Background: an optimization exercise with open tools, aiming at small area and few clock cycles per item. Do not read the settings as production practice.
RTL that was checked went through simulation tests only; none was proved equivalent to the original.
Only the layout flow was run in run 4; the RTL was not checked for function there.

File: flow/config.mk
export PLATFORM = sky130hd
export DESIGN_NAME = sobel_top
export DESIGN_NICKNAME = sobel_top
export VERILOG_FILES = /design/flow/design.v
export SDC_FILE = /design/flow/constraint.sdc
export NUM_CORES = 4
export LEC_CHECK = 0
export CAP_MARGIN = 20
export CORE_MARGIN = 2
export CORE_UTILIZATION = 40
export CTS_BUF_LIST = sky130_fd_sc_hd__clkbuf_8
export CTS_CLUSTER_DIAMETER = 60
export CTS_CLUSTER_SIZE = 18
export PLACE_DENSITY = 0.6
export SLEW_MARGIN = 20
File: flow/constraint.sdc
create_clock -name core_clock -period 8.0 [get_ports {clk}]
set_input_delay 1.6000 -clock core_clock [delete_from_list [all_inputs] [get_ports {clk}]]
set_output_delay 1.6000 -clock core_clock [all_outputs]
set_load 0.01 [all_outputs]
File: flow/design.v
localparam int img_width  = 32;                    
localparam int img_height = 24;                    
localparam int col_bits = $clog2(img_width + 1);
localparam int row_bits = $clog2(img_height);      
localparam int pixel_bits = 8;                     
localparam int grad_bits  = 11;                    
localparam int mag_bits   = 22;                    
localparam logic [mag_bits-1:0] edge_threshold_sq = 22'd22500;
localparam logic [1:0] FILL  = 2'd0;
localparam logic [1:0] RUN   = 2'd1;
localparam logic [1:0] FLUSH = 2'd2;
`timescale 1ns/1ps
module sobel_top (
    input  logic       clk,
    input  logic       rst_n,
    input  logic       pix_valid,
    output logic       pix_ready,
    input  logic [7:0] pix,
    output logic       edge_valid,
    input  logic       edge_ready,
    output logic       edge_bit,
    output logic       edge_last       
);
    logic [255:0] ring_a;         
    logic [255:0] ring_b;         
    logic [4:0]   tapcol;         
    logic [4:0]   icol;           
    logic [4:0]   rf;             
    logic         fl;             
    logic         fin;            
    logic [7:0]   ibuf;           
    logic         ibuf_v;
    logic [9:0]        v1, v0;        
    logic [8:0]        d1, d0;        
    logic [7:0] tap_a, tap_b;
    logic       can_load, r0, r1, at_i, at_f, idle;
    logic       acc, wl, wf, fin_step, wsh, emit, col0, use_new;
    logic [4:0] icol_n, rf_n;
    logic       fl_n, fin_n;
    logic       tmask;            
    logic       unew;             
    assign tap_a = ring_a[255:248];
    assign tap_b = ring_b[255:248];
    assign can_load = !edge_valid || edge_ready;
    assign r0       = fl || (rf == 5'd0);
    assign r1       = !fl && (rf == 5'd1);
    assign at_i     = (tapcol == icol);
    assign at_f     = (tapcol == rf);
    assign idle     = r0 && (icol == 5'd0) && !fl;
    assign acc       = ibuf_v && at_i && (r0 ? (!fl || (rf != icol) || can_load) : can_load);
    assign pix_ready = !ibuf_v || acc;
    assign wl       = acc && !r0;                  
    assign wf       = fl && at_f && can_load;      
    assign fin_step = fin && can_load;
    assign wsh      = wl || wf;
    assign col0     = fl ? (rf == 5'd0) : (icol == 5'd0);    
    assign use_new  = unew;                        
    assign emit     = (wl && !(r1 && icol == 5'd0)) || wf || fin_step;
    logic [7:0]        top, bot;
    logic [9:0]        vn;
    logic [8:0]        dn;
    assign top = tmask ? tap_b : 8'd0;
    assign bot = fl ? 8'd0 : ibuf;
    logic [7:0] dn_s;
    logic       dn_c;
    logic [8:0] s1, c1;
    for (genvar i = 0; i < 9; i++) begin : g_csa
        logic a, m, c;
        assign a     = (i < 8) ? top[i] : 1'b0;
        assign m     = (i > 0) ? tap_a[i-1] : 1'b0;
        assign c     = (i < 8) ? bot[i] : 1'b0;
        assign s1[i] = a ^ m ^ c;
        assign c1[i] = (a & m) | (c & (a | m));
    end
    rca #(9) i_vn (.a(s1), .b({c1[7:0], 1'b0}), .ci(1'b0), .s(vn[8:0]), .co(vn[9]));
    rca #(8) i_dn (.a(bot), .b(~top), .ci(1'b1), .s(dn_s), .co(dn_c));
    assign dn = {~dn_c, dn_s};
    logic [10:0]        gx, gy;         
    logic [9:0]         ax, b;
    logic               sy;
    logic [7:0]         tq;
    logic [8:0]         cmp;
    logic               is_edge;
    logic [9:0] y1;
    logic [8:0] dk;
    assign dk = use_new ? dn : 9'd0;
    logic [10:0] su, cu, o4, s2, c2;
    assign su = use_new ? {2'b00, s1} : 11'd0;
    assign cu = use_new ? {1'b0, c1, 1'b0} : 11'd0;
    assign o4 = {1'b1, ~v0};                      
    for (genvar i = 0; i < 11; i++) begin : g_csa2
        assign s2[i] = su[i] ^ cu[i] ^ o4[i];
        assign c2[i] = (su[i] & cu[i]) | (o4[i] & (su[i] | cu[i]));
    end
    assign gx = s2 + {c2[9:0], 1'b1};             
    rca #(10) i_y1 (.a({d0[8], d0}), .b({dk[8], dk}), .ci(1'b0), .s(y1), .co());
    rca #(11) i_gy (.a({y1[9], y1}), .b({d1[8], d1, 1'b0}), .ci(1'b0), .s(gy), .co());
    rca #(10) i_ax (.a(gx[9:0] ^ {10{gx[10]}}), .b(10'd0), .ci(gx[10]), .s(ax), .co());
    assign sy = gy[10];
    assign b  = gy[9:0] ^ {10{sy}};
    always_comb begin
        case (ax[7:0])
            8'd0: tq = 8'd150;
            8'd1: tq = 8'd149;
            8'd2: tq = 8'd149;
            8'd3: tq = 8'd149;
            8'd4: tq = 8'd149;
            8'd5: tq = 8'd149;
            8'd6: tq = 8'd149;
            8'd7: tq = 8'd149;
            8'd8: tq = 8'd149;
            8'd9: tq = 8'd149;
            8'd10: tq = 8'd149;
            8'd11: tq = 8'd149;
            8'd12: tq = 8'd149;
            8'd13: tq = 8'd149;
            8'd14: tq = 8'd149;
            8'd15: tq = 8'd149;
            8'd16: tq = 8'd149;
            8'd17: tq = 8'd149;
            8'd18: tq = 8'd148;
            8'd19: tq = 8'd148;
            8'd20: tq = 8'd148;
            8'd21: tq = 8'd148;
            8'd22: tq = 8'd148;
            8'd23: tq = 8'd148;
            8'd24: tq = 8'd148;
            8'd25: tq = 8'd147;
            8'd26: tq = 8'd147;
            8'd27: tq = 8'd147;
            8'd28: tq = 8'd147;
            8'd29: tq = 8'd147;
            8'd30: tq = 8'd146;
            8'd31: tq = 8'd146;
            8'd32: tq = 8'd146;
            8'd33: tq = 8'd146;
            8'd34: tq = 8'd146;
            8'd35: tq = 8'd145;
            8'd36: tq = 8'd145;
            8'd37: tq = 8'd145;
            8'd38: tq = 8'd145;
            8'd39: tq = 8'd144;
            8'd40: tq = 8'd144;
            8'd41: tq = 8'd144;
            8'd42: tq = 8'd144;
            8'd43: tq = 8'd143;
            8'd44: tq = 8'd143;
            8'd45: tq = 8'd143;
            8'd46: tq = 8'd142;
            8'd47: tq = 8'd142;
            8'd48: tq = 8'd142;
            8'd49: tq = 8'd141;
            8'd50: tq = 8'd141;
            8'd51: tq = 8'd141;
            8'd52: tq = 8'd140;
            8'd53: tq = 8'd140;
            8'd54: tq = 8'd139;
            8'd55: tq = 8'd139;
            8'd56: tq = 8'd139;
            8'd57: tq = 8'd138;
            8'd58: tq = 8'd138;
            8'd59: tq = 8'd137;
            8'd60: tq = 8'd137;
            8'd61: tq = 8'd137;
            8'd62: tq = 8'd136;
            8'd63: tq = 8'd136;
            8'd64: tq = 8'd135;
            8'd65: tq = 8'd135;
            8'd66: tq = 8'd134;
            8'd67: tq = 8'd134;
            8'd68: tq = 8'd133;
            8'd69: tq = 8'd133;
            8'd70: tq = 8'd132;
            8'd71: tq = 8'd132;
            8'd72: tq = 8'd131;
            8'd73: tq = 8'd131;
            8'd74: tq = 8'd130;
            8'd75: tq = 8'd129;
            8'd76: tq = 8'd129;
            8'd77: tq = 8'd128;
            8'd78: tq = 8'd128;
            8'd79: tq = 8'd127;
            8'd80: tq = 8'd126;
            8'd81: tq = 8'd126;
            8'd82: tq = 8'd125;
            8'd83: tq = 8'd124;
            8'd84: tq = 8'd124;
            8'd85: tq = 8'd123;
            8'd86: tq = 8'd122;
            8'd87: tq = 8'd122;
            8'd88: tq = 8'd121;
            8'd89: tq = 8'd120;
            8'd90: tq = 8'd120;
            8'd91: tq = 8'd119;
            8'd92: tq = 8'd118;
            8'd93: tq = 8'd117;
            8'd94: tq = 8'd116;
            8'd95: tq = 8'd116;
            8'd96: tq = 8'd115;
            8'd97: tq = 8'd114;
            8'd98: tq = 8'd113;
            8'd99: tq = 8'd112;
            8'd100: tq = 8'd111;
            8'd101: tq = 8'd110;
            8'd102: tq = 8'd109;
            8'd103: tq = 8'd109;
            8'd104: tq = 8'd108;
            8'd105: tq = 8'd107;
            8'd106: tq = 8'd106;
            8'd107: tq = 8'd105;
            8'd108: tq = 8'd104;
            8'd109: tq = 8'd103;
            8'd110: tq = 8'd101;
            8'd111: tq = 8'd100;
            8'd112: tq = 8'd99;
            8'd113: tq = 8'd98;
            8'd114: tq = 8'd97;
            8'd115: tq = 8'd96;
            8'd116: tq = 8'd95;
            8'd117: tq = 8'd93;
            8'd118: tq = 8'd92;
            8'd119: tq = 8'd91;
            8'd120: tq = 8'd90;
            8'd121: tq = 8'd88;
            8'd122: tq = 8'd87;
            8'd123: tq = 8'd85;
            8'd124: tq = 8'd84;
            8'd125: tq = 8'd82;
            8'd126: tq = 8'd81;
            8'd127: tq = 8'd79;
            8'd128: tq = 8'd78;
            8'd129: tq = 8'd76;
            8'd130: tq = 8'd74;
            8'd131: tq = 8'd73;
            8'd132: tq = 8'd71;
            8'd133: tq = 8'd69;
            8'd134: tq = 8'd67;
            8'd135: tq = 8'd65;
            8'd136: tq = 8'd63;
            8'd137: tq = 8'd61;
            8'd138: tq = 8'd58;
            8'd139: tq = 8'd56;
            8'd140: tq = 8'd53;
            8'd141: tq = 8'd51;
            8'd142: tq = 8'd48;
            8'd143: tq = 8'd45;
            8'd144: tq = 8'd42;
            8'd145: tq = 8'd38;
            8'd146: tq = 8'd34;
            8'd147: tq = 8'd29;
            8'd148: tq = 8'd24;
            8'd149: tq = 8'd17;
            8'd150: tq = 8'd0;
            default: tq = 8'd0;             
        endcase
    end
    assign cmp = {1'b0, b[7:0]} + {1'b0, ~tq} + {8'd0, sy};
    assign is_edge  = (ax > 10'd150) || (|b[9:8]) || cmp[8];
    always_ff @(posedge clk) begin
        ring_a <= {ring_a[247:0], acc ? ibuf : tap_a};
        ring_b <= {ring_b[247:0], acc ? tap_a : tap_b};
    end
    always_ff @(posedge clk) begin
        if (pix_ready) ibuf <= pix;
        if (wsh) begin
            v1 <= vn;
            d1 <= dn;
            v0 <= col0 ? 10'd0 : v1;              
            d0 <= col0 ? 9'd0 : d1;
        end
        if (can_load && emit) begin
            edge_bit  <= is_edge;
            edge_last <= fin_step;
        end
    end
    always_ff @(posedge clk or negedge rst_n) begin
        if (!rst_n) begin
            icol       <= 5'd0;
            rf         <= 5'd0;
            fl         <= 1'b0;
            fin        <= 1'b0;
            edge_valid <= 1'b0;
            ibuf_v     <= 1'b0;
        end else begin
            if (pix_ready) ibuf_v <= pix_valid;
            icol  <= icol_n;
            rf    <= rf_n;
            fl    <= fl_n;
            fin   <= fin_n;
            if (can_load) edge_valid <= emit;
        end
    end
    always_comb begin
        icol_n = acc ? icol + 5'd1 : icol;
        rf_n   = rf;
        fl_n   = fl;
        fin_n  = fin;
        if (acc && icol == 5'd31) begin
            if (fl) begin
                rf_n = 5'd1;                      
            end else if (rf == 5'd23) begin
                rf_n = 5'd0;                      
                fl_n = 1'b1;
            end else begin
                rf_n = rf + 5'd1;
            end
        end else if (wf) begin
            rf_n = rf + 5'd1;                     
        end
        if (wf && rf == 5'd31) begin
            fl_n  = 1'b0;
            fin_n = 1'b1;
        end else if (fin_step) begin
            fin_n = 1'b0;
        end
    end
    always_ff @(posedge clk) begin
        tmask <= fl_n || (rf_n > 5'd1);
        unew  <= !(fl_n ? (rf_n == 5'd0) : (icol_n == 5'd0)) && !fin_n;
    end
    always_ff @(posedge clk) begin
        tapcol <= (idle && !acc) ? 5'd0 : tapcol + 5'd1;
    end
endmodule
module rca #(
    parameter int W = 8
) (
    input  logic [W-1:0] a,
    input  logic [W-1:0] b,
    input  logic         ci,
    output logic [W-1:0] s,
    output logic         co
);
    logic [W:0] c;
    assign c[0] = ci;
    for (genvar i = 0; i < W; i++) begin : g_bit
        assign s[i]   = a[i] ^ b[i] ^ c[i];
        assign c[i+1] = (a[i] & b[i]) | (c[i] & (a[i] | b[i]));
    end
    assign co = c[W];
endmodule
File: flow/flow/run.sh
#!/bin/bash
# Own layout flow: the standard layout (standard.sh, unchanged synthesis,
# placement, routing and power grid), with the clock tree built from
# clkbuf_8 sink clusters and without CTS dummy loads. The full make output
# goes to standard.log here; ORFS's per-step logs are under orfs/logs.
set -euo pipefail
export CTS_ARGS="-sink_clustering_enable -repair_clock_nets -sink_clustering_size 18 -sink_clustering_max_diameter 60 -buf_list sky130_fd_sc_hd__clkbuf_8 -dont_use_dummy_load"
export BUFFER_PORTS_ARGS="-buffer_cell sky130_fd_sc_hd__buf_1"
bash standard.sh > standard.log 2>&1
File: flow/standard.sh
#!/bin/bash
# synth_recipe.tcl (not shown) runs the flow's synth.tcl, then flattens the netlist and writes it again
# the make line also repeats each setting of config.mk as NAME=value (left out here)
make -C /OpenROAD-flow-scripts/flow DESIGN_CONFIG=/design/flow/config.mk WORK_HOME=/design/flow/orfs CLKGATE_MAP_FILE= SYNTH_SCRIPT=/design/flow/synth_recipe.tcl "${@:-finish}"
==> results of run 1 <==
path summary, 6_finish.rpt:
check / start / to / slack (ps)
worst min-delay path: ring_a[1] / ring_a[9] / 290
min in group asynchronous: rst_n / ibuf_v / 1130
max in group asynchronous: rst_n / rf[3] / 6200
worst min register to register: ring_a[1] / ring_a[9] / 290
worst max-delay path: tmask / edge_bit / 440
worst max register to register: tmask / edge_bit / 440
area by class of cell:
type                            instances  area share [%]
Tap cell                              532            3.76
Clock buffer                           42            3.27
Inverter                               70            1.49
Multi-Input combinational cell        472            22.4
Sequential cell                       579            68.5
Timing Repair Buffer                   20           0.530
state kept, by name, indices dropped and copies added, names as in the netlist:
name / count
ring_a: 256
v1: 10
edge_last: 1
edge_valid: 1
ibuf: 8
d0: 9
fl: 1
fin: 1
v0: 9
unew: 1
icol: 5
rf: 5
d1: 8
ibuf_v: 1
ring_b: 256
tmask: 1
tapcol: 5
edge_bit: 1
critical path, delay by kind of cell (launching register included):
kind	cells	cell delay, ps
AO/OA/AOI/OAI	2	400
XOR/XNOR	1	260
adder cells (fa/ha/maj)	13	5350
buffers and inverters	2	90
flip-flops	1	510
AND/OR/NAND/NOR	5	720
cell usage in the layout (no fill, tap or decap), types with 6 or more instances in the layout:
master | synthesis | routed
sky130_fd_sc_hd__dfrtp_1 | 14 | 14
sky130_fd_sc_hd__nor2b_1 | 13 | 13
sky130_fd_sc_hd__edfxtp_1 | 46 | 46
sky130_fd_sc_hd__ha_1 | 43 | 41
sky130_fd_sc_hd__nand4_1 | 6 | 6
sky130_fd_sc_hd__nand2_1 | 57 | 57
sky130_fd_sc_hd__mux2_2 | 21 | 21
sky130_fd_sc_hd__nor3_1 | 8 | 8
sky130_fd_sc_hd__and2_1 | 26 | 26
sky130_fd_sc_hd__a21oi_1 | 37 | 37
sky130_fd_sc_hd__xnor2_1 | 32 | 32
sky130_fd_sc_hd__a211oi_1 | 7 | 7
sky130_fd_sc_hd__o22ai_1 | 7 | 7
sky130_fd_sc_hd__o21ai_0 | 22 | 22
sky130_fd_sc_hd__dfxtp_1 | 519 | 519
sky130_fd_sc_hd__xor2_1 | 15 | 15
sky130_fd_sc_hd__fa_1 | 47 | 47
sky130_fd_sc_hd__inv_1 | 70 | 70
sky130_fd_sc_hd__nand3_1 | 14 | 14
sky130_fd_sc_hd__nor2_1 | 30 | 30
sky130_fd_sc_hd__buf_1 | 1 | 15
sky130_fd_sc_hd__clkbuf_8 | 0 | 42
sky130_fd_sc_hd__nand2b_1 | 15 | 15
routing by layer:
| layer | part of all wire, % | vias up |
|---|---|---|
| li1 | - | 3789 |
| met1 | 51 | 3592 |
| met2 | 42 | 103 |
| met3 | 3.8 | 55 |
| met4 | 2.6 | 4 |
| met5 | 0.098 | - |
cells by family (layout without fill, tap and decap cells):
kind of cell,count (synthesis),in the layout
AO/OA/AOI/OAI,113,113
XOR/XNOR,48,48
adder cells (fa/ha/maj),90,90
buffers and inverters,107,132
flip-flops,579,579
multiplexers,27,27
AND/OR/NAND/NOR,194,194
repair_timing:
item                                    in CTS  in global routing
endpoints found under the setup margin       0                  1
gates resized for setup                      0                  2
hold endpoints to repair                     0                  0
through the flow:
step	setup slack (ps)	utilization [%]	area [um2]	std cells
floorplan	895	-	16500	1158
global placement	661	41.9	17100	1673
detailed placement	512	41.9	17100	1673
CTS	357	43.3	17700	1715
global route	3.14	43.3	17700	1715
finish	444	43.3	17700	1715
==> results.json, run 1 <==
{
  "outcome": "complete, no violations",
  "arrival_ps": 7890,
  "hp-class": "register to register",
  "drtAntennaViolNets": 0,
  "synth.net_count": 1260,
  "yosys.area_share.adder_pct": 8.96,
  "compound_gate_portion_of_the_synthesized_area_pct": 4.37,
  "yosys.cell_count.top_type": "sky130_fd_sc_hd__dfxtp_1",
  "worst_path_largest_cell_delay_ps": 610,
  "ios": 16,
  "fin_worst_hold_slack_ps": 289,
  "layout.filler_cells": 3635,
  "worst_slew_margin_rel_pct": 36.8,
  "antenna_found_initial": 2,
  "vias_in_the_first_global_route": 7670,
  "finalSetupViolations": 0,
  "crit_path_start_kind": "register",
  "initial_core_util_pct": 40.4,
  "max_cap_viols": 0,
  "area.sequential_um2": 12100,
  "synth_async_sr_flop_share_pct": 2.42,
  "yosys.cell_types.count": 66,
  "synth.top_cells.by_area": "sky130_fd_sc_hd__dfxtp_1, sky130_fd_sc_hd__edfxtp_1, sky130_fd_sc_hd__fa_1, sky130_fd_sc_hd__ha_1, sky130_fd_sc_hd__dfrtp_1",
  "fin_worst_skew_ps": 109,
  "grt_overflow": 0,
  "grt-busiest-layer": "met2",
  "synth_common_cells": "sky130_fd_sc_hd__dfxtp_1, sky130_fd_sc_hd__inv_1, sky130_fd_sc_hd__nand2_1",
  "cts_root_buffer": "sky130_fd_sc_hd__clkbuf_8",
  "slowest_stage": "sky130_fd_sc_hd__fa_1",
  "routed_via_density": 4.40,
  "coreArea_um2": 40800,
  "critPathMaxFanout": 10,
  "io_buffer_count": 15,
  "timing.critical_path.mode_cell": "sky130_fd_sc_hd__fa_1",
  "synthesis.area_per_instance_um2": 14.3,
  "grt_util_met2_pct": 16.6,
  "synth-main-ff-cell": "sky130_fd_sc_hd__dfxtp_1",
  "worstSetupEndpointType": "register",
  "dr_total_vias": 7543,
  "die_x_um": 207,
  "synth_area_leader_cell": "sky130_fd_sc_hd__dfxtp_1",
  "hpwlAfterDp_mm": 15.4,
  "grt.met1_usage_pct": 16.2,
  "yosys-mux-area-fraction_pct": 1.95,
  "worstSetupPathType": "register to register",
  "remaining_drc_errors": 0,
  "critical_path_cell_sequence": "and2_1 > ha_1 > inv_1 > fa_1 > fa_1 > fa_1 > fa_1 > fa_1 > nand2_1 > fa_1 > fa_1 > inv_1 > fa_1 > fa_1 > fa_1 > fa_1 > xnor2_1 > ha_1 > nand4_1 > nor3_1 > o21ai_0 > a311o_1 > nand4_1",
  "yosysSeqAreaShare_pct": 73.4,
  "synth-edff-count": 46,
  "synthDominantCellAreaShare_pct": 62.9,
  "cts_bufs_inserted": 42,
  "antennaDiodeCount": 0,
  "worstHoldPathCells": 0,
  "numClockSinks": 579,
  "drive_gt1_share_pct": 7.02,
  "synth_cells": 1158,
  "synth_simple_gate_area_share_pct": 6.07,
  "postCtsSetupBuffers": 0,
  "grt_pass1_wl_mm": 39.3,
  "number_of_hold_violations_in_the_final_report": 0,
  "totalWireLength_mm": 23.4,
  "gp_congestion": 0.814,
  "postSynthRegisterBits": 579,
  "cts_hold_buffers": 0,
  "multi_input_area_um2": 3970,
  "cts_max_path_buffers": 3,
  "drtPass1Iterations": 5,
  "insertion_delay_ps": 580,
  "yosys_warnings": 1,
  "flow.area_growth_from_synthesis_pct": 7.15,
  "die_height_um": 207,
  "largest_net_degree_at_the_start_of_global_routing": 37,
  "clock_tree.htree_level_count": 2,
  "synth-xor-area-share_pct": 2.63,
  "detail_route.iter0.violations": 278,
  "r2r_cells": 23,
  "floorplan.die_area_um2": 42900,
  "timing.setup.tns_ps": 0,
  "syn-cell-area_um2": 16500,
  "clkTransAtPathRegs_ps": 100,
  "track_usage_pct": 11.1,
  "synth_top_family_by_area": "adder cells",
  "clock.fmax_mhz": 132,
  "worst_slew_pin_slew_ps": 948,
  "grt.met3_usage_pct": 2.17,
  "num-nets-final": 1287,
  "worstPathRequired_ps": 8330,
  "report.final.slew_viol_count": 0,
  "final_min_period_over_clock_period_pct": 94.5,
  "rows": 74,
  "rsz0062_at_grt": "false",
  "routedWlPerCell_um": 13.6,
  "tritoncts": "built",
  "min_period_ps": 7560
}
Testbench counts, summed over its fixed seeds: cycles 24,856, pixels 24,576.
==> inputs of run 2 (changes only) <==
==> flow/flow/run.sh (replaced) <==
#!/bin/bash
# Own layout flow: the standard layout (standard.sh, unchanged synthesis,
# placement, routing and power grid), with the clock tree built from
# clkbuf_8 sink clusters and without CTS dummy loads, and port buffers of
# the smallest buffer cell (buf_1). The full make output
# goes to standard.log here; ORFS's per-step logs are under orfs/logs.
set -euo pipefail
export CTS_ARGS="-sink_clustering_enable -repair_clock_nets -sink_clustering_size 18 -sink_clustering_max_diameter 60 -buf_list sky130_fd_sc_hd__clkbuf_8 -dont_use_dummy_load"
export BUFFER_PORTS_ARGS="-buffer_cell sky130_fd_sc_hd__buf_1"
bash standard.sh > standard.log 2>&1
==> results.json, run 2 <==
{
  "largest_net_degree_at_the_start_of_global_routing": 37,
  "yosys_warnings": 1,
  "detail_route.iter0.violations": 278,
  "largestRegisters": "ring_a: 256 flops, ring_b: 256 flops, v1: 10 flops",
  "cts_bufs_inserted": 42,
  "cts_hold_buffers": 0,
  "clkTransAtPathRegs_ps": 100,
  "yosys.cell_types.count": 66,
  "routed_via_density": 4.40,
  "critical_path_cell_sequence": "and2_1 > ha_1 > inv_1 > fa_1 > fa_1 > fa_1 > fa_1 > fa_1 > nand2_1 > fa_1 > fa_1 > inv_1 > fa_1 > fa_1 > fa_1 > fa_1 > xnor2_1 > ha_1 > nand4_1 > nor3_1 > o21ai_0 > a311o_1 > nand4_1",
  "yosys.cell_count.top_type": "sky130_fd_sc_hd__dfxtp_1",
  "rsz0062_at_grt": "false",
  "synth.top_cells.by_area": "sky130_fd_sc_hd__dfxtp_1, sky130_fd_sc_hd__edfxtp_1, sky130_fd_sc_hd__fa_1, sky130_fd_sc_hd__ha_1, sky130_fd_sc_hd__dfrtp_1",
  "layout.filler_cells": 3635,
  "antenna_found_initial": 2,
  "hpwlAfterDp_mm": 15.4,
  "floorplan.die_area_um2": 42900,
  "die_x_um": 207,
  "grt.met1_usage_pct": 16.2,
  "syn-cell-area_um2": 16500,
  "report.final.slew_viol_count": 0,
  "vias_in_the_first_global_route": 7670,
  "grt_pass1_wl_mm": 39.3,
  "tritoncts": "built",
  "synth-main-ff-cell": "sky130_fd_sc_hd__dfxtp_1",
  "outcome": "complete, no violations",
  "worst_slew_pin_slew_ps": 948,
  "coreArea_um2": 40800,
  "worst_path_largest_cell_delay_ps": 610,
  "multi_input_area_um2": 3970,
  "synth_async_sr_flop_share_pct": 2.42,
  "ios": 16,
  "postSynthRegisterBits": 579,
  "initial_core_util_pct": 40.4,
  "slowest_stage": "sky130_fd_sc_hd__fa_1",
  "number_of_hold_violations_in_the_final_report": 0,
  "insertion_delay_ps": 580,
  "numClockSinks": 579,
  "worstSetupPathType": "register to register",
  "remaining_drc_errors": 0,
  "drtAntennaViolNets": 0,
  "crit_path_start_kind": "register",
  "yosysSeqAreaShare_pct": 73.4,
  "critPathMaxFanout": 10,
  "drtPass1Iterations": 5,
  "hp-class": "register to register",
  "critical_path_buf_inv_count": 2,
  "max_cap_viols": 0,
  "synthDominantCellAreaShare_pct": 62.9,
  "mostFrequentLayoutCells": "sky130_fd_sc_hd__dfxtp_1, sky130_fd_sc_hd__inv_1, sky130_fd_sc_hd__nand2_1, sky130_fd_sc_hd__fa_1, sky130_fd_sc_hd__edfxtp_1",
  "synth-edff-count": 46,
  "area.sequential_um2": 12100,
  "die_height_um": 207,
  "worstSetupEndpointType": "register",
  "finalSetupViolations": 0,
  "synthesis.area_per_instance_um2": 14.3,
  "rows": 74,
  "synth.net_count": 1260,
  "fin_worst_hold_slack_ps": 289,
  "drive_gt1_share_pct": 7.02,
  "num-nets-final": 1287,
  "worstPathRequired_ps": 8330,
  "layout.cells.most_common": "sky130_fd_sc_hd__dfxtp_1",
  "postCtsSetupBuffers": 0,
  "timing.setup.tns_ps": 0,
  "min_period_ps": 7560,
  "synth_cells": 1158,
  "grt_util_met2_pct": 16.6,
  "cts_root_buffer": "sky130_fd_sc_hd__clkbuf_8",
  "totalWireLength_mm": 23.4,
  "worst_slew_margin_rel_pct": 36.8,
  "grt-busiest-layer": "met2",
  "fin_worst_skew_ps": 109,
  "gp_congestion": 0.814,
  "final_min_period_over_clock_period_pct": 94.5,
  "flow.area_growth_from_synthesis_pct": 7.15,
  "timing.critical_path.mode_cell": "sky130_fd_sc_hd__fa_1",
  "synth_common_cells": "sky130_fd_sc_hd__dfxtp_1, sky130_fd_sc_hd__inv_1, sky130_fd_sc_hd__nand2_1",
  "clock_tree.htree_level_count": 2,
  "cells_resized_by_post_cts_repair": 0,
  "grt_overflow": 0,
  "io_buffer_count": 15,
  "dr_total_vias": 7543,
  "track_usage_pct": 11.1,
  "critical_path.top_delay_family": "adder cells",
  "cts_max_path_buffers": 3,
  "grt.met3_usage_pct": 2.17,
  "arrival_ps": 7890,
  "clock.fmax_mhz": 132,
  "routedWlPerCell_um": 13.6,
  "antennaDiodeCount": 0,
  "synth_area_leader_cell": "sky130_fd_sc_hd__dfxtp_1"
}
[run 2: area by class of cell]
cell class                 instances  share of cell area [%]
sequential                       579                    68.5
multi-input combinational        472                    22.4
tap                              532                    3.76
clock buffer                      42                    3.27
inverter                          70                    1.49
timing repair buffer              20                   0.530
[run 2: logic make-up after synthesis]
| group | count (synthesis) | synth area share, % |
|---|---|---|
| flip-flops | 579 | 73.4 |
| AND/OR/NAND/NOR | 194 | 6.07 |
| AO/OA/AOI/OAI | 113 | 4.37 |
| buffers and inverters | 107 | 2.61 |
| adder cells (fa/ha/maj) | 90 | 8.96 |
| XOR/XNOR | 48 | 2.63 |
| multiplexers | 27 | 1.95 |
[run 2: worst paths after layout]
path                            startpoint         to  slack (ps)  depth (start not counted)
worst max register to register       tmask   edge_bit         440                         23
worst min-delay path             ring_a[1]  ring_a[9]         290                          0
worst min register to register   ring_a[1]  ring_a[9]         290                          0
max in group asynchronous            rst_n      rf[3]        6200                          1
worst max-delay path                 tmask   edge_bit         440                         23
min in group asynchronous            rst_n     ibuf_v        1130                          1
[run 2: per-stage QoR]
stage / std cells / setup slack (ps) / utilization (%) / cell area (um2)
final: 1715 / 444 / 43.3 / 17700
after floorplan: 1158 / 895 / - / 16500
after detailed placement: 1673 / 512 / 41.9 / 17100
after global placement: 1673 / 661 / 41.9 / 17100
after CTS: 1715 / 357 / 43.3 / 17700
after global routing: 1715 / 3.14 / 43.3 / 17700
[run 2: metal layers]
layer  up-vias  part of all wire, %  wire length (um)
li1       3789                    -                 -
met1      3592                   51             12000
met2       103                   42              9880
met3        55                  3.8               887
met4         4                  2.6               601
met5         -                0.098                23
==> inputs of run 3 (changes only) <==
--- a/flow/design.v
+++ b/flow/design.v
@@ -251,7 +251,7 @@
             8'd148: tq = 8'd24;
             8'd149: tq = 8'd17;
             8'd150: tq = 8'd0;
-            default: tq = 8'd0;             
+            default: tq = 8'hxx;            
         endcase
     end
     assign cmp = {1'b0, b[7:0]} + {1'b0, ~tq} + {8'd0, sy};
==> results.json, run 3 <==
{
  "outcome": "complete, no violations",
  "antenna_found_initial": 3,
  "cts_max_path_buffers": 3,
  "ios": 16,
  "num-nets-final": 1320,
  "grt_pass1_wl_mm": 39.4,
  "clkTransAtPathRegs_ps": 100,
  "gp_congestion": 0.870,
  "antennaDiodeCount": 0,
  "worst_path_largest_cell_delay_ps": 590,
  "mostFrequentLayoutCells": "sky130_fd_sc_hd__dfxtp_1, sky130_fd_sc_hd__nand2_1, sky130_fd_sc_hd__inv_1, sky130_fd_sc_hd__fa_1, sky130_fd_sc_hd__edfxtp_1",
  "min_period_ps": 7410,
  "flow.area_growth_from_synthesis_pct": 7.64,
  "largestRegisters": "ring_a: 256 flops, ring_b: 256 flops, v1: 10 flops",
  "yosys.cell_count.top_type": "sky130_fd_sc_hd__dfxtp_1",
  "regToRegStartpoint": "fl",
  "fin_worst_hold_slack_ps": 309,
  "worstSetupEndpointType": "register",
  "hpwlAfterDp_mm": 15.8,
  "critPathLaunch": "fl",
  "worstPathRequired_ps": 8250,
  "postSynthRegisterBits": 579,
  "layout.cells.most_common": "sky130_fd_sc_hd__dfxtp_1",
  "synth_cells": 1183,
  "critPathMaxFanout": 10,
  "largest_net_degree_at_the_start_of_global_routing": 37,
  "worst_slew_margin_rel_pct": 43.1,
  "crit_path_start_kind": "register",
  "yosys_warnings": 1,
  "synth.net_count": 1284,
  "remaining_drc_errors": 0,
  "rsz0062_at_grt": "false",
  "vias_in_the_first_global_route": 7769,
  "track_usage_pct": 11.7,
  "synth_area_leader_cell": "sky130_fd_sc_hd__dfxtp_1",
  "die_height_um": 207,
  "final_min_period_over_clock_period_pct": 92.6,
  "number_of_hold_violations_in_the_final_report": 0,
  "max_cap_viols": 0,
  "timing.critical_path.mode_cell": "sky130_fd_sc_hd__fa_1",
  "insertion_delay_ps": 580,
  "finalSetupViolations": 0,
  "postCtsSetupBuffers": 0,
  "worst_slew_pin_slew_ps": 853,
  "rows": 74,
  "worstSetupPathType": "register to register",
  "coreArea_um2": 40600,
  "die_x_um": 207,
  "routedWlPerCell_um": 13.6,
  "totalWireLength_mm": 23.7,
  "fin_worst_skew_ps": 76.6,
  "hp-class": "register to register",
  "synth_async_sr_flop_share_pct": 2.42,
  "report.final.slew_viol_count": 0,
  "syn-cell-area_um2": 16400,
  "routed_via_density": 4.37,
  "synthDominantCellAreaShare_pct": 63.3,
  "synth.top_cells.by_area": "sky130_fd_sc_hd__dfxtp_1, sky130_fd_sc_hd__edfxtp_1, sky130_fd_sc_hd__fa_1, sky130_fd_sc_hd__ha_1, sky130_fd_sc_hd__nand2_1",
  "cts_bufs_inserted": 42,
  "hold_path.startpoint": "ring_a[66]",
  "drtPass1Iterations": 4,
  "synth-main-ff-cell": "sky130_fd_sc_hd__dfxtp_1",
  "clock_tree.htree_level_count": 2,
  "drtAntennaViolNets": 0,
  "drive_gt1_share_pct": 5.83,
  "synthesis.area_per_instance_um2": 13.9,
  "arrival_ps": 7650,
  "critical_path_cell_sequence": "inv_1 > nand2_1 > ha_1 > inv_1 > fa_1 > nand2_1 > fa_1 > fa_1 > fa_1 > fa_1 > fa_1 > fa_1 > inv_1 > fa_1 > fa_1 > fa_1 > fa_1 > xnor2_1 > ha_1 > and4_1 > a211oi_1 > nand3_1 > a21oi_1 > o211ai_1",
  "initial_core_util_pct": 40.4,
  "timing.setup.tns_ps": 0,
  "io_buffer_count": 15,
  "grt_overflow": 0,
  "cells_resized_by_post_cts_repair": 0,
  "numClockSinks": 579,
  "dr_total_vias": 7639,
  "floorplan.die_area_um2": 42600,
  "synth-edff-count": 46,
  "cts_root_buffer": "sky130_fd_sc_hd__clkbuf_8",
  "yosys.cell_types.count": 66,
  "yosysSeqAreaShare_pct": 73.9,
  "synth_common_cells": "sky130_fd_sc_hd__dfxtp_1, sky130_fd_sc_hd__nand2_1, sky130_fd_sc_hd__inv_1",
  "detail_route.iter0.violations": 312,
  "cts_hold_buffers": 0,
  "slowest_stage": "sky130_fd_sc_hd__fa_1",
  "tritoncts": "built",
  "clock.fmax_mhz": 135
}
==> run 3: cell count changes in the layout (fill, tap and decap cells not counted), sizes merged, moves of 5 or more <==
cell	before	now
nand2	58	113
nand4	6	1
buf	20	28
mux2	21	2
o22ai	7	1
o21ai	23	35
==> run 3: final timing paths <==
check,slack [ps],cells after the start,end
min reg2reg,310,0,ring_a[74]
max in group asynchronous,6310,1,edge_valid
min in group asynchronous,1100,1,icol[1]
max reg2reg,590,24,edge_bit
max,590,24,edge_bit
min,310,0,ring_a[74]
==> run 3: layer usage <==
metal  GRT usage (%)  vias up  share of wire [%]
li1                -     3850                  -
met1            16.3     3620                 51
met2            17.4      114                 42
met3            2.52       55                3.9
met4            5.36        0                3.3
met5               0        -                  0
==> run 3: logic make-up after synthesis <==
family	count (synthesis)	synth area share, %
buffers and inverters	105	2.46
multiplexers	4	0.336
adder cells (fa/ha/maj)	89	8.94
flip-flops	579	73.9
AO/OA/AOI/OAI	118	4.65
XOR/XNOR	47	2.59
AND/OR/NAND/NOR	241	7.12
==> run 3: final cells by class <==
| type | instances | area [um2] |
|---|---|---|
| timing repair buffer | 28 | 154 |
| fill | 3669 | 23000 |
| inverter | 69 | 259 |
| multi-input combinational | 499 | 3880 |
| tap | 532 | 666 |
| clock buffer | 42 | 578 |
| sequential | 579 | 12100 |
==> run 3: critical path, delay by kind of cell (launching register included) <==
kind	cells	cell delay, ps
simple gates	4	480
fa+ha+maj	13	5250
compound gates	3	440
buf+inv	3	230
xor+xnor	1	230
flops	1	450
==> run 3: through the flow <==
step	setup slack [ps]	utilization, %	cells	instance area, um2
floorplan	1030	-	1183	16400
global placement	803	42.0	1707	17100
detailed placement	637	42.0	1707	17100
CTS	533	43.4	1749	17700
global route	120	43.4	1749	17700
finish	591	43.4	1749	17700
Testbench counts of run 3, summed over its fixed seeds: cycles 24,856, pixels 24,576.
==> inputs of run 4 (changes only) <==
--- a/flow/design.v
+++ b/flow/design.v
@@ -37,7 +37,6 @@
     logic       acc, wl, wf, fin_step, wsh, emit, col0, use_new;
     logic [4:0] icol_n, rf_n;
     logic       fl_n, fin_n;
-    logic       tmask;            
     logic       unew;             
     assign tap_a = ring_a[255:248];
     assign tap_b = ring_b[255:248];
@@ -59,7 +58,7 @@
     logic [7:0]        top, bot;
     logic [9:0]        vn;
     logic [8:0]        dn;
-    assign top = tmask ? tap_b : 8'd0;
+    assign top = tap_b;                           
     assign bot = fl ? 8'd0 : ibuf;
     logic [7:0] dn_s;
     logic       dn_c;
@@ -258,7 +257,7 @@
     assign is_edge  = (ax > 10'd150) || (|b[9:8]) || cmp[8];
     always_ff @(posedge clk) begin
         ring_a <= {ring_a[247:0], acc ? ibuf : tap_a};
-        ring_b <= {ring_b[247:0], acc ? tap_a : tap_b};
+        ring_b <= {ring_b[247:0], acc ? (r0 ? 8'd0 : tap_a) : tap_b};
     end
     always_ff @(posedge clk) begin
         if (pix_ready) ibuf <= pix;
@@ -315,7 +314,6 @@
         end
     end
     always_ff @(posedge clk) begin
-        tmask <= fl_n || (rf_n > 5'd1);
         unew  <= !(fl_n ? (rf_n == 5'd0) : (icol_n == 5'd0)) && !fin_n;
     end
     always_ff @(posedge clk) begin
==> flow/flow/run.sh (replaced) <==
#!/bin/bash
# Own layout flow: the standard layout (standard.sh, unchanged synthesis,
# placement, routing and power grid), with the clock tree built from
# clkbuf_8 sink clusters and without CTS dummy loads. The full make output
# goes to standard.log here; ORFS's per-step logs are under orfs/logs.
set -euo pipefail
export CTS_ARGS="-sink_clustering_enable -repair_clock_nets -sink_clustering_size 18 -sink_clustering_max_diameter 60 -buf_list sky130_fd_sc_hd__clkbuf_8 -dont_use_dummy_load"
bash standard.sh > standard.log 2>&1
==> results.json, run 4 <==
{
  "synth-main-ff-cell": "sky130_fd_sc_hd__dfxtp_1",
  "drtPass1Iterations": 5,
  "grt_pass1_wl_mm": 40.0,
  "clkTransAtPathRegs_ps": 100,
  "cts_hold_buffers": 0,
  "drive_gt1_share_pct": 5.71,
  "insertion_delay_ps": 590,
  "initial_core_util_pct": 40.5,
  "io_buffer_count": 15,
  "coreArea_um2": 40700,
  "vias_in_the_first_global_route": 7707,
  "yosysSeqAreaShare_pct": 73.4,
  "postSynthRegisterBits": 578,
  "postCtsSetupBuffers": 0,
  "drtAntennaViolNets": 0,
  "worstSetupPathType": "register to register",
  "post-route-util_pct": 43.9,
  "remaining_drc_errors": 0,
  "flow.area_growth_from_synthesis_pct": 8.30,
  "syn-cell-area_um2": 16500,
  "totalWireLength_mm": 23.9,
  "yosys.cell_count.top_type": "sky130_fd_sc_hd__dfxtp_1",
  "fin_worst_skew_ps": 106,
  "synth_common_cells": "sky130_fd_sc_hd__dfxtp_1, sky130_fd_sc_hd__nand2_1, sky130_fd_sc_hd__inv_1",
  "synthesis.area_per_instance_um2": 13.9,
  "grt_util_met2_pct": 17.2,
  "floorplan.die_area_um2": 42900,
  "num-nets-final": 1333,
  "synth-edff-count": 46,
  "rows": 74,
  "dpl_cell_area_um2": 17300,
  "worst_slew_margin_rel_pct": 33.3,
  "worstSetupEndpointType": "register",
  "min_period_ps": 7430,
  "timing.setup.tns_ps": 0,
  "mostFrequentLayoutCells": "sky130_fd_sc_hd__dfxtp_1, sky130_fd_sc_hd__nand2_1, sky130_fd_sc_hd__inv_1, sky130_fd_sc_hd__fa_1",
  "track_usage_pct": 11.3,
  "rsz0062_at_grt": "false",
  "arrival_ps": 7650,
  "synth_async_sr_flop_share_pct": 2.42,
  "synth.top_cells.by_area": "sky130_fd_sc_hd__dfxtp_1, sky130_fd_sc_hd__edfxtp_1, sky130_fd_sc_hd__fa_1, sky130_fd_sc_hd__ha_1, sky130_fd_sc_hd__nand2_1",
  "routedWlPerCell_um": 13.6,
  "synth_cells": 1190,
  "grt-busiest-layer": "met2",
  "synthDominantCellAreaShare_pct": 62.9,
  "layout.cells.most_common": "sky130_fd_sc_hd__dfxtp_1",
  "largestRegisters": "ring_a: 256 flops, ring_b: 256 flops, v1: 10 flops",
  "numClockSinks": 578,
  "max_cap_viols": 0,
  "ios": 16,
  "cells_resized_by_post_cts_repair": 0,
  "largest_net_degree_at_the_start_of_global_routing": 29,
  "worstPathRequired_ps": 8230,
  "crit_path_start_kind": "register",
  "outcome": "complete, no violations",
  "clock_tree.htree_level_count": 2,
  "synth_area_leader_cell": "sky130_fd_sc_hd__dfxtp_1",
  "antennaDiodeCount": 0,
  "cts_root_buffer": "sky130_fd_sc_hd__clkbuf_8",
  "tritoncts": "built",
  "synth.net_count": 1295,
  "critPathMaxFanout": 11,
  "report.final.slew_viol_count": 0,
  "die_x_um": 207,
  "stdcell_area_um2": 17900,
  "final_min_period_over_clock_period_pct": 92.8,
  "yosys_warnings": 1,
  "gp_congestion": 0.777,
  "grt.met3_usage_pct": 2.17,
  "grt_overflow": 0,
  "cts_bufs_inserted": 42,
  "grt.met1_usage_pct": 16.5,
  "dr_total_vias": 7739,
  "finalSetupViolations": 0,
  "yosys.cell_types.count": 63,
  "cts_max_path_buffers": 3,
  "worst_slew_pin_slew_ps": 1000,
  "hp-class": "register to register",
  "die_height_um": 207,
  "routed_via_density": 4.40,
  "hpwlAfterDp_mm": 15.8,
  "number_of_hold_violations_in_the_final_report": 0,
  "clock.fmax_mhz": 135,
  "detail_route.iter0.violations": 435,
  "antenna_found_initial": 0
}
==> run 4: changes by cell type in the layout (fill, tap and decap cells not counted), sizes merged, moves of 4 or more <==
cell,before,now
nand2,113,95
buf,28,13
clkdlybuf4s50,0,15
and3,3,15
o21ai,35,24
a21oi,33,39
a211oi,4,9
mux2i,1,6
nand3,13,18
ha,42,46
nand2b,11,15
==> run 4: layout make-up <==
| cell class | count | area, um2 |
|---|---|---|
| inverter | 68 | 255 |
| tap | 532 | 666 |
| timing repair buffer | 28 | 268 |
| fill | 3665 | 22900 |
| clock buffer | 42 | 578 |
| multi-input combinational | 510 | 4000 |
| sequential | 578 | 12100 |
==> run 4: through the flow <==
| step | hold WS [ps] | instances | worst slack, ps |
|---|---|---|---|
| finish | 287 | 1758 | 573 |
| global route | 283 | 1758 | 132 |
| CTS | 290 | 1758 | 560 |
| detailed placement | 312 | 1716 | 685 |
| global placement | 311 | 1715 | 876 |
| floorplan | 310 | 1190 | 565 |
==> run 4: final timing paths <==
check	end	from	cells after the start	slack, ps
worst min-delay path	ring_b[215]	ring_b[207]	0	290
min in group asynchronous	fl	rst_n	1	1470
max in group asynchronous	icol[4]	rst_n	1	5900
worst max-delay path	edge_bit	fl	23	570
worst min register to register	ring_b[215]	ring_b[207]	0	290
worst max register to register	edge_bit	fl	23	570
==> run 4: cells by family (layout without fill, tap and decap cells) <==
logic type | after synthesis | after routing | share of synthesized area, %
compound gates | 118 | 118 | 4.55
xor+xnor | 46 | 46 | 2.53
fa+ha+maj | 93 | 93 | 9.19
buf+inv | 102 | 138 | 2.47
flops | 578 | 578 | 73.4
mux | 7 | 7 | 0.501
simple gates | 246 | 246 | 7.41
==> run 4: critical path, stage by stage (launching register included) <==
cell and delay (ps):
sky130_fd_sc_hd__dfrtp_1 410, sky130_fd_sc_hd__nand2b_1 160, sky130_fd_sc_hd__ha_1 150, sky130_fd_sc_hd__inv_1 50
sky130_fd_sc_hd__fa_1 380, sky130_fd_sc_hd__fa_1 390, sky130_fd_sc_hd__fa_1 390, sky130_fd_sc_hd__fa_1 520
sky130_fd_sc_hd__nand2_1 80, sky130_fd_sc_hd__fa_1 430, sky130_fd_sc_hd__fa_1 490, sky130_fd_sc_hd__inv_1 50
sky130_fd_sc_hd__fa_1 400, sky130_fd_sc_hd__fa_1 400, sky130_fd_sc_hd__fa_1 390, sky130_fd_sc_hd__fa_1 420
sky130_fd_sc_hd__fa_1 600, sky130_fd_sc_hd__xnor2_1 220, sky130_fd_sc_hd__ha_1 340, sky130_fd_sc_hd__a21oi_1 160
sky130_fd_sc_hd__nor2_1 70, sky130_fd_sc_hd__and3_1 190, sky130_fd_sc_hd__o311ai_1 260, sky130_fd_sc_hd__nand4_1 120
==> run 4: routing by layer <==
| layer | part of all wire (%) | up-vias |
|---|---|---|
| li1 | - | 3904 |
| met1 | 52 | 3722 |
| met2 | 43 | 81 |
| met3 | 3.3 | 32 |
| met4 | 1.7 | 0 |
| met5 | 0 | - |
==> inputs of run 5 (changes only) <==
--- a/flow/design.v
+++ b/flow/design.v
@@ -37,6 +37,7 @@
     logic       acc, wl, wf, fin_step, wsh, emit, col0, use_new;
     logic [4:0] icol_n, rf_n;
     logic       fl_n, fin_n;
+    logic       tmask;            
     logic       unew;             
     assign tap_a = ring_a[255:248];
     assign tap_b = ring_b[255:248];
@@ -58,7 +59,7 @@
     logic [7:0]        top, bot;
     logic [9:0]        vn;
     logic [8:0]        dn;
-    assign top = tap_b;                           
+    assign top = tmask ? tap_b : 8'd0;
     assign bot = fl ? 8'd0 : ibuf;
     logic [7:0] dn_s;
     logic       dn_c;
@@ -250,14 +251,14 @@
             8'd148: tq = 8'd24;
             8'd149: tq = 8'd17;
             8'd150: tq = 8'd0;
-            default: tq = 8'hxx;            
+            default: tq = 8'd0;             
         endcase
     end
     assign cmp = {1'b0, b[7:0]} + {1'b0, ~tq} + {8'd0, sy};
     assign is_edge  = (ax > 10'd150) || (|b[9:8]) || cmp[8];
     always_ff @(posedge clk) begin
         ring_a <= {ring_a[247:0], acc ? ibuf : tap_a};
-        ring_b <= {ring_b[247:0], acc ? (r0 ? 8'd0 : tap_a) : tap_b};
+        ring_b <= {ring_b[247:0], acc ? tap_a : tap_b};
     end
     always_ff @(posedge clk) begin
         if (pix_ready) ibuf <= pix;
@@ -314,6 +315,7 @@
         end
     end
     always_ff @(posedge clk) begin
+        tmask <= fl_n || (rf_n > 5'd1);
         unew  <= !(fl_n ? (rf_n == 5'd0) : (icol_n == 5'd0)) && !fin_n;
     end
     always_ff @(posedge clk) begin
==> flow/flow/run.sh (replaced) <==
#!/bin/bash
# Own layout flow: the standard layout (standard.sh, unchanged synthesis,
# placement, routing and power grid), with the clock tree built from
# clkbuf_8 sink clusters and without CTS dummy loads. The full make output
# goes to standard.log here; ORFS's per-step logs are under orfs/logs.
set -euo pipefail
export CTS_ARGS="-sink_clustering_enable -repair_clock_nets -sink_clustering_size 20 -sink_clustering_max_diameter 55 -buf_list sky130_fd_sc_hd__clkbuf_8 -dont_use_dummy_load"
bash standard.sh > standard.log 2>&1
==> results.json, run 5 <==
{
  "outcome": "complete, no violations",
  "max_cap_viols": 0,
  "routed_via_density": 4.38,
  "totalWireLength_mm": 23.6,
  "cts_max_path_buffers": 3,
  "compound_gate_portion_of_the_synthesized_area_pct": 4.37,
  "vias_in_the_first_global_route": 7435,
  "hold_path.startpoint": "ring_b[57]",
  "clock_tree.htree_level_count": 2,
  "layout.cells.most_common": "sky130_fd_sc_hd__dfxtp_1",
  "cts_hold_buffers": 0,
  "timing.critical_path.mode_cell": "sky130_fd_sc_hd__fa_1",
  "drive_gt1_share_pct": 6.77,
  "floorplan.die_area_um2": 42900,
  "clkTransAtPathRegs_ps": 110,
  "insertion_delay_ps": 600,
  "remaining_drc_errors": 0,
  "syn-cell-area_um2": 16500,
  "gp_congestion": 0.782,
  "clock.fmax_mhz": 133,
  "die_height_um": 207,
  "critical_path.top_delay_family": "adder cells",
  "synth-xor-area-share_pct": 2.63,
  "number_of_hold_violations_in_the_final_report": 0,
  "worst_path_largest_cell_delay_ps": 610,
  "hpwlAfterDp_mm": 15.5,
  "yosys-mux-area-fraction_pct": 1.95,
  "synth_simple_gate_area_share_pct": 6.07,
  "grt_pass1_wl_mm": 38.8,
  "drtAntennaViolNets": 0,
  "die_x_um": 207,
  "regToRegStartpoint": "tmask",
  "yosysSeqAreaShare_pct": 73.4,
  "synth-edff-count": 46,
  "critPathLaunch": "tmask",
  "antennaDiodeCount": 0,
  "worstSetupPathType": "register to register",
  "antenna_found_initial": 0,
  "largest_net_degree_at_the_start_of_global_routing": 37,
  "cts_bufs_inserted": 40,
  "synth_area_leader_cell": "sky130_fd_sc_hd__dfxtp_1",
  "synth_top_family_by_area": "adder cells",
  "worst_slew_margin_rel_pct": 34.0,
  "synthesis.area_per_instance_um2": 14.3,
  "routedWlPerCell_um": 13.8,
  "synthDominantCellAreaShare_pct": 62.9,
  "preCtsSetupSlack_ps": 593,
  "cts_root_buffer": "sky130_fd_sc_hd__clkbuf_8",
  "yosys.cell_types.count": 66,
  "synth_common_cells": "sky130_fd_sc_hd__dfxtp_1, sky130_fd_sc_hd__inv_1, sky130_fd_sc_hd__nand2_1",
  "post-route-util_pct": 43.5,
  "grt_overflow": 0,
  "track_usage_pct": 11.1,
  "synth-main-ff-cell": "sky130_fd_sc_hd__dfxtp_1",
  "worstPathRequired_ps": 8340,
  "critPathMaxFanout": 10,
  "hp-class": "register to register",
  "worstSetupEndpointType": "register",
  "setup_slack_ps": 465,
  "flow.area_growth_from_synthesis_pct": 7.56,
  "detail_route.iter0.violations": 404,
  "worst_slew_pin_slew_ps": 987,
  "slowest_stage": "sky130_fd_sc_hd__fa_1",
  "ios": 16,
  "fin_worst_skew_ps": 122,
  "yosys_warnings": 1,
  "report.final.slew_viol_count": 0,
  "drtPass1Iterations": 4,
  "fin_worst_hold_slack_ps": 256,
  "crit_path_start_kind": "register",
  "final_min_period_over_clock_period_pct": 94.2,
  "finalSetupViolations": 0,
  "yosys.cell_count.top_type": "sky130_fd_sc_hd__dfxtp_1",
  "synth_async_sr_flop_share_pct": 2.42,
  "cells_resized_by_post_cts_repair": 0,
  "coreArea_um2": 40800,
  "postSynthRegisterBits": 579,
  "timing.setup.tns_ps": 0,
  "rsz0062_at_grt": "false",
  "arrival_ps": 7880,
  "critical_path_buf_inv_count": 4,
  "mostFrequentLayoutCells": "sky130_fd_sc_hd__dfxtp_1, sky130_fd_sc_hd__inv_1, sky130_fd_sc_hd__nand2_1, sky130_fd_sc_hd__fa_1, sky130_fd_sc_hd__edfxtp_1",
  "num-nets-final": 1286,
  "largestRegisters": "ring_a: 256 flops, ring_b: 256 flops, v1: 10 flops",
  "yosys.area_share.adder_pct": 8.96,
  "synth.top_cells.by_area": "sky130_fd_sc_hd__dfxtp_1, sky130_fd_sc_hd__edfxtp_1, sky130_fd_sc_hd__fa_1, sky130_fd_sc_hd__ha_1, sky130_fd_sc_hd__dfrtp_1",
  "tritoncts": "built",
  "dr_total_vias": 7505,
  "synth_cells": 1158,
  "synth.net_count": 1260,
  "min_period_ps": 7540,
  "initial_core_util_pct": 40.4,
  "rows": 74,
  "io_buffer_count": 15,
  "numClockSinks": 579,
  "postCtsSetupBuffers": 0
}
run 5: cell count changes after synthesis, moves of 5 or more:
cell,delta
sky130_fd_sc_hd__o22ai_1,+5
sky130_fd_sc_hd__and3_1,-9
sky130_fd_sc_hd__nor2_1,-6
sky130_fd_sc_hd__or3_1,+5
sky130_fd_sc_hd__mux2_2,+21
sky130_fd_sc_hd__buf_2,+5
sky130_fd_sc_hd__nand2_1,-38
run 5: area by class of cell:
class | instances | area, um2
Tap cell | 532 | 666
Clock buffer | 40 | 551
Sequential cell | 579 | 12100
Timing Repair Buffer | 21 | 195
Multi-Input combinational cell | 472 | 3970
Inverter | 70 | 263
Fill cell | 3632 | 23100
run 5: worst paths after layout:
check / endpoint / slack [ps] / cells past startpoint
setup / recovery: edge_bit / 460 / 25
hold / removal: ring_b[65] / 260 / 0
setup reg to reg: edge_bit / 460 / 25
hold reg to reg: ring_b[65] / 260 / 0
max in group asynchronous: rf[4] / 5960 / 1
min in group asynchronous: ibuf_v / 1430 / 1
run 5: per-layer routing:
metal  track usage (%)  up-vias  part of all wire (%)
met5                 0        -                     0
met4              3.30        0                   1.9
met3              2.12       34                   3.8
met2              16.8      107                    43
met1              16.1     3577                    52
li1                  -     3787                     -
run 5: kinds of logic (layout without fill, tap and decap cells):
family,after synthesis,after routing
AOI/OAI and AO/OA,113,113
xor gates and xnor gates,48,48
adders and majority gates,90,90
buffers and inverters,107,131
DFF,579,579
muxes,27,27
and+or+nand+nor,194,194
run 5: through the flow:
| stage | instances | cell area [um2] |
|---|---|---|
| floorplan | 1158 | 16500 |
| CTS | 1714 | 17800 |
| global route | 1714 | 17800 |
| detailed placement | 1674 | 17200 |
| global placement | 1674 | 17200 |
| finish | 1714 | 17800 |
Testbench counts of run 5, summed over its fixed seeds: cycles 24,856, pixels 24,576.
==> inputs of run 6 (changes only) <==
==> flow/flow/run.sh (replaced) <==
#!/bin/bash
# Own layout flow: the standard layout (standard.sh, unchanged synthesis,
# placement, routing and power grid), with the clock tree built from
# clkbuf_8 sink clusters and without CTS dummy loads. The full make output
# goes to standard.log here; ORFS's per-step logs are under orfs/logs.
set -euo pipefail
export CTS_ARGS="-sink_clustering_enable -repair_clock_nets -sink_clustering_size 18 -sink_clustering_max_diameter 80 -buf_list sky130_fd_sc_hd__clkbuf_8 -dont_use_dummy_load"
bash standard.sh > standard.log 2>&1
==> results.json, run 6 <==
{
  "grt_pass1_wl_mm": 38.9,
  "clock.fmax_mhz": 133,
  "r2r_end": "edge_bit",
  "initial_core_util_pct": 40.4,
  "totalWireLength_mm": 23.6,
  "crit_path_start_kind": "register",
  "yosys_warnings": 1,
  "cts_bufs_inserted": 39,
  "cp-endpoint": "edge_bit",
  "clock_tree.htree_level_count": 2,
  "critPathMaxFanout": 10,
  "synthDominantCellAreaShare_pct": 62.9,
  "synth-edff-count": 46,
  "ios": 16,
  "yosys.cell_count.top_type": "sky130_fd_sc_hd__dfxtp_1",
  "min_period_ps": 7490,
  "preCtsSetupSlack_ps": 593,
  "cts_max_path_buffers": 3,
  "finalSetupViolations": 0,
  "routedWlPerCell_um": 13.8,
  "postSynthRegisterBits": 579,
  "cts_hold_buffers": 0,
  "drtAntennaViolNets": 0,
  "drtPass1Iterations": 4,
  "critPathLaunch": "tmask",
  "largest_net_degree_at_the_start_of_global_routing": 37,
  "hp-class": "register to register",
  "regToRegSetupSlack_ps": 510,
  "drive_gt1_share_pct": 6.69,
  "arrival_ps": 7900,
  "mostFrequentLayoutCells": "sky130_fd_sc_hd__dfxtp_1, sky130_fd_sc_hd__inv_1, sky130_fd_sc_hd__nand2_1, sky130_fd_sc_hd__fa_1, sky130_fd_sc_hd__edfxtp_1",
  "gp_congestion": 0.782,
  "rsz0062_at_grt": "false",
  "area.sequential_um2": 12100,
  "layout.cells.most_common": "sky130_fd_sc_hd__dfxtp_1",
  "cts_root_buffer": "sky130_fd_sc_hd__clkbuf_8",
  "routed_via_density": 4.37,
  "numClockSinks": 579,
  "flow.area_growth_from_synthesis_pct": 7.48,
  "clkTransAtPathRegs_ps": 110,
  "worst_slew_margin_rel_pct": 33.8,
  "hpwlAfterDp_mm": 15.5,
  "timing.setup.tns_ps": 0,
  "setup_slack_ps": 506,
  "yosys.cell_types.count": 66,
  "fin_worst_skew_ps": 84.0,
  "rows": 74,
  "outcome": "complete, no violations",
  "synth_cells": 1158,
  "max_cap_viols": 0,
  "syn-cell-area_um2": 16500,
  "synth_area_leader_cell": "sky130_fd_sc_hd__dfxtp_1",
  "vias_in_the_first_global_route": 7478,
  "worst_slew_pin_slew_ps": 990,
  "post-route-util_pct": 43.5,
  "grt_overflow": 0,
  "final_min_period_over_clock_period_pct": 93.7,
  "antennaDiodeCount": 0,
  "dpl_cell_area_um2": 17200,
  "report.final.slew_viol_count": 0,
  "die_height_um": 207,
  "insertion_delay_ps": 590,
  "postCtsSetupBuffers": 0,
  "r2r_cells": 25,
  "synth_common_cells": "sky130_fd_sc_hd__dfxtp_1, sky130_fd_sc_hd__inv_1, sky130_fd_sc_hd__nand2_1",
  "synthesis.area_per_instance_um2": 14.3,
  "num-nets-final": 1285,
  "tritoncts": "built",
  "layout.filler_cells": 3636,
  "largestRegisters": "ring_a: 256 flops, ring_b: 256 flops, v1: 10 flops",
  "detail_route.iter0.violations": 380,
  "cells_resized_by_post_cts_repair": 0,
  "coreArea_um2": 40800,
  "synth.net_count": 1260,
  "antenna_found_initial": 0,
  "synth-main-ff-cell": "sky130_fd_sc_hd__dfxtp_1",
  "floorplan.die_area_um2": 42900,
  "worstSetupEndpointType": "register",
  "number_of_hold_violations_in_the_final_report": 0,
  "dr_total_vias": 7481,
  "worstSetupPathType": "register to register",
  "stdcell_area_um2": 17700,
  "yosysSeqAreaShare_pct": 73.4,
  "io_buffer_count": 15,
  "synth_async_sr_flop_share_pct": 2.42,
  "multi_input_area_um2": 3970,
  "synth.top_cells.by_area": "sky130_fd_sc_hd__dfxtp_1, sky130_fd_sc_hd__edfxtp_1, sky130_fd_sc_hd__fa_1, sky130_fd_sc_hd__ha_1, sky130_fd_sc_hd__dfrtp_1",
  "die_x_um": 207,
  "track_usage_pct": 11.1,
  "regToRegStartpoint": "tmask",
  "worstPathRequired_ps": 8400,
  "remaining_drc_errors": 0
}
run 6: cell counts after synthesis:
Identical to the previous run, type by type.
run 6: worst min-delay path by stage:
stage	startpoint	to	slack [ps]	cells past startpoint
6_report	ring_a[143]	ring_a[151]	260	0
5_1_grt	ring_b[31]	ring_b[39]	260	0
4_1_cts	ring_a[143]	ring_a[151]	260	0
3_5_place_dp	ring_a[55]	ring_a[63]	310	0
3_3_place_gp	ring_b[108]	ring_b[116]	310	0
2_1_floorplan	ring_a[92]	ring_a[100]	310	0
run 6: cell type report:
type,instances,share of cell area [%]
sequential,579,68.3
inverter,70,1.48
timing repair buffer,21,1.10
multi-input combinational,472,22.3
tap,532,3.75
clock buffer,39,3.02
run 6: routing by layer:
| layer | wire, um | track usage [%] |
|---|---|---|
| met2 | 10100 | 16.8 |
| met1 | 12100 | 16.2 |
| met4 | 488 | 3.37 |
| met5 | 0 | 0 |
| met3 | 866 | 2.24 |
run 6: worst max-delay path, cell delays in order, from the launching register on:
cell                      delay, ps
sky130_fd_sc_hd__dfxtp_1        540
sky130_fd_sc_hd__and2_1         210
sky130_fd_sc_hd__ha_1           140
sky130_fd_sc_hd__inv_1           40
sky130_fd_sc_hd__fa_1           370
sky130_fd_sc_hd__fa_1           410
sky130_fd_sc_hd__fa_1           420
sky130_fd_sc_hd__fa_1           400
sky130_fd_sc_hd__fa_1           370
sky130_fd_sc_hd__inv_1           70
sky130_fd_sc_hd__fa_1           400
sky130_fd_sc_hd__inv_1           90
sky130_fd_sc_hd__nand2_1         80
sky130_fd_sc_hd__fa_1           520
sky130_fd_sc_hd__inv_1           50
sky130_fd_sc_hd__fa_1           390
sky130_fd_sc_hd__fa_1           390
sky130_fd_sc_hd__fa_1           410
sky130_fd_sc_hd__fa_1           610
sky130_fd_sc_hd__xnor2_1        230
sky130_fd_sc_hd__ha_1           320
sky130_fd_sc_hd__nand4_1        130
sky130_fd_sc_hd__nor3_1         210
sky130_fd_sc_hd__o21ai_0        100
sky130_fd_sc_hd__a311o_1        280
sky130_fd_sc_hd__nand4_1         90
run 6: cell families after synthesis:
group	Yosys count	share of synthesized area [%]
AO/OA/AOI/OAI	113	4.37
XOR/XNOR	48	2.63
adder cells (fa/ha/maj)	90	8.96
buffers and inverters	107	2.61
flip-flops	579	73.4
multiplexers	27	1.95
AND/OR/NAND/NOR	194	6.07
run 6: metrics by stage:
| step | hold slack, ps | instances |
|---|---|---|
| final | 256 | 1713 |
| after global routing | 264 | 1713 |
| after CTS | 259 | 1713 |
| after detailed placement | 312 | 1674 |
| after global placement | 310 | 1674 |
| after floorplan | 310 | 1158 |

re-timing with driven ports:
The results above use ideal ports. As a check the final layouts listed here were re-extracted and re-timed, cells and wires unchanged.
Step 1 assumes that a clkbuf_16 drives the clock port and a buf_2 every other input.
Step 2 times the ports against the registers' clock, not the clock port: input delays grow and output delays shrink by t, the midpoint of the rising clock arrivals with the driver on.
Three values: no drivers, after step 1, after step 2; two values: the first two.
run | shift t [ns] | setup WS [ns] | hold WS [ns] | clock arrival spread, ns | worst slew at a driven data input, ns
run 1 | 0.564 | 0.444 / 0.444 / 0.444 | 0.289 / 0.289 / 0.289 | 0.109 / 0.110 | 0.07
run 2 | 0.564 | 0.444 / 0.444 / 0.444 | 0.289 / 0.289 / 0.289 | 0.109 / 0.110 | 0.07
run 3 | 0.581 | 0.591 / 0.591 / 0.591 | 0.309 / 0.309 / 0.309 | 0.083 / 0.082 | 0.03
run 4 | 0.584 | 0.573 / 0.573 / 0.573 | 0.287 / 0.287 / 0.287 | 0.106 / 0.106 | 0.04
run 5 | 0.579 | 0.465 / 0.465 / 0.465 | 0.256 / 0.256 / 0.256 | 0.123 / 0.123 | 0.03
run 6 | 0.596 | 0.506 / 0.506 / 0.506 | 0.256 / 0.256 / 0.256 | 0.090 / 0.090 | 0.03
After both steps setup and hold are still met in every run listed.
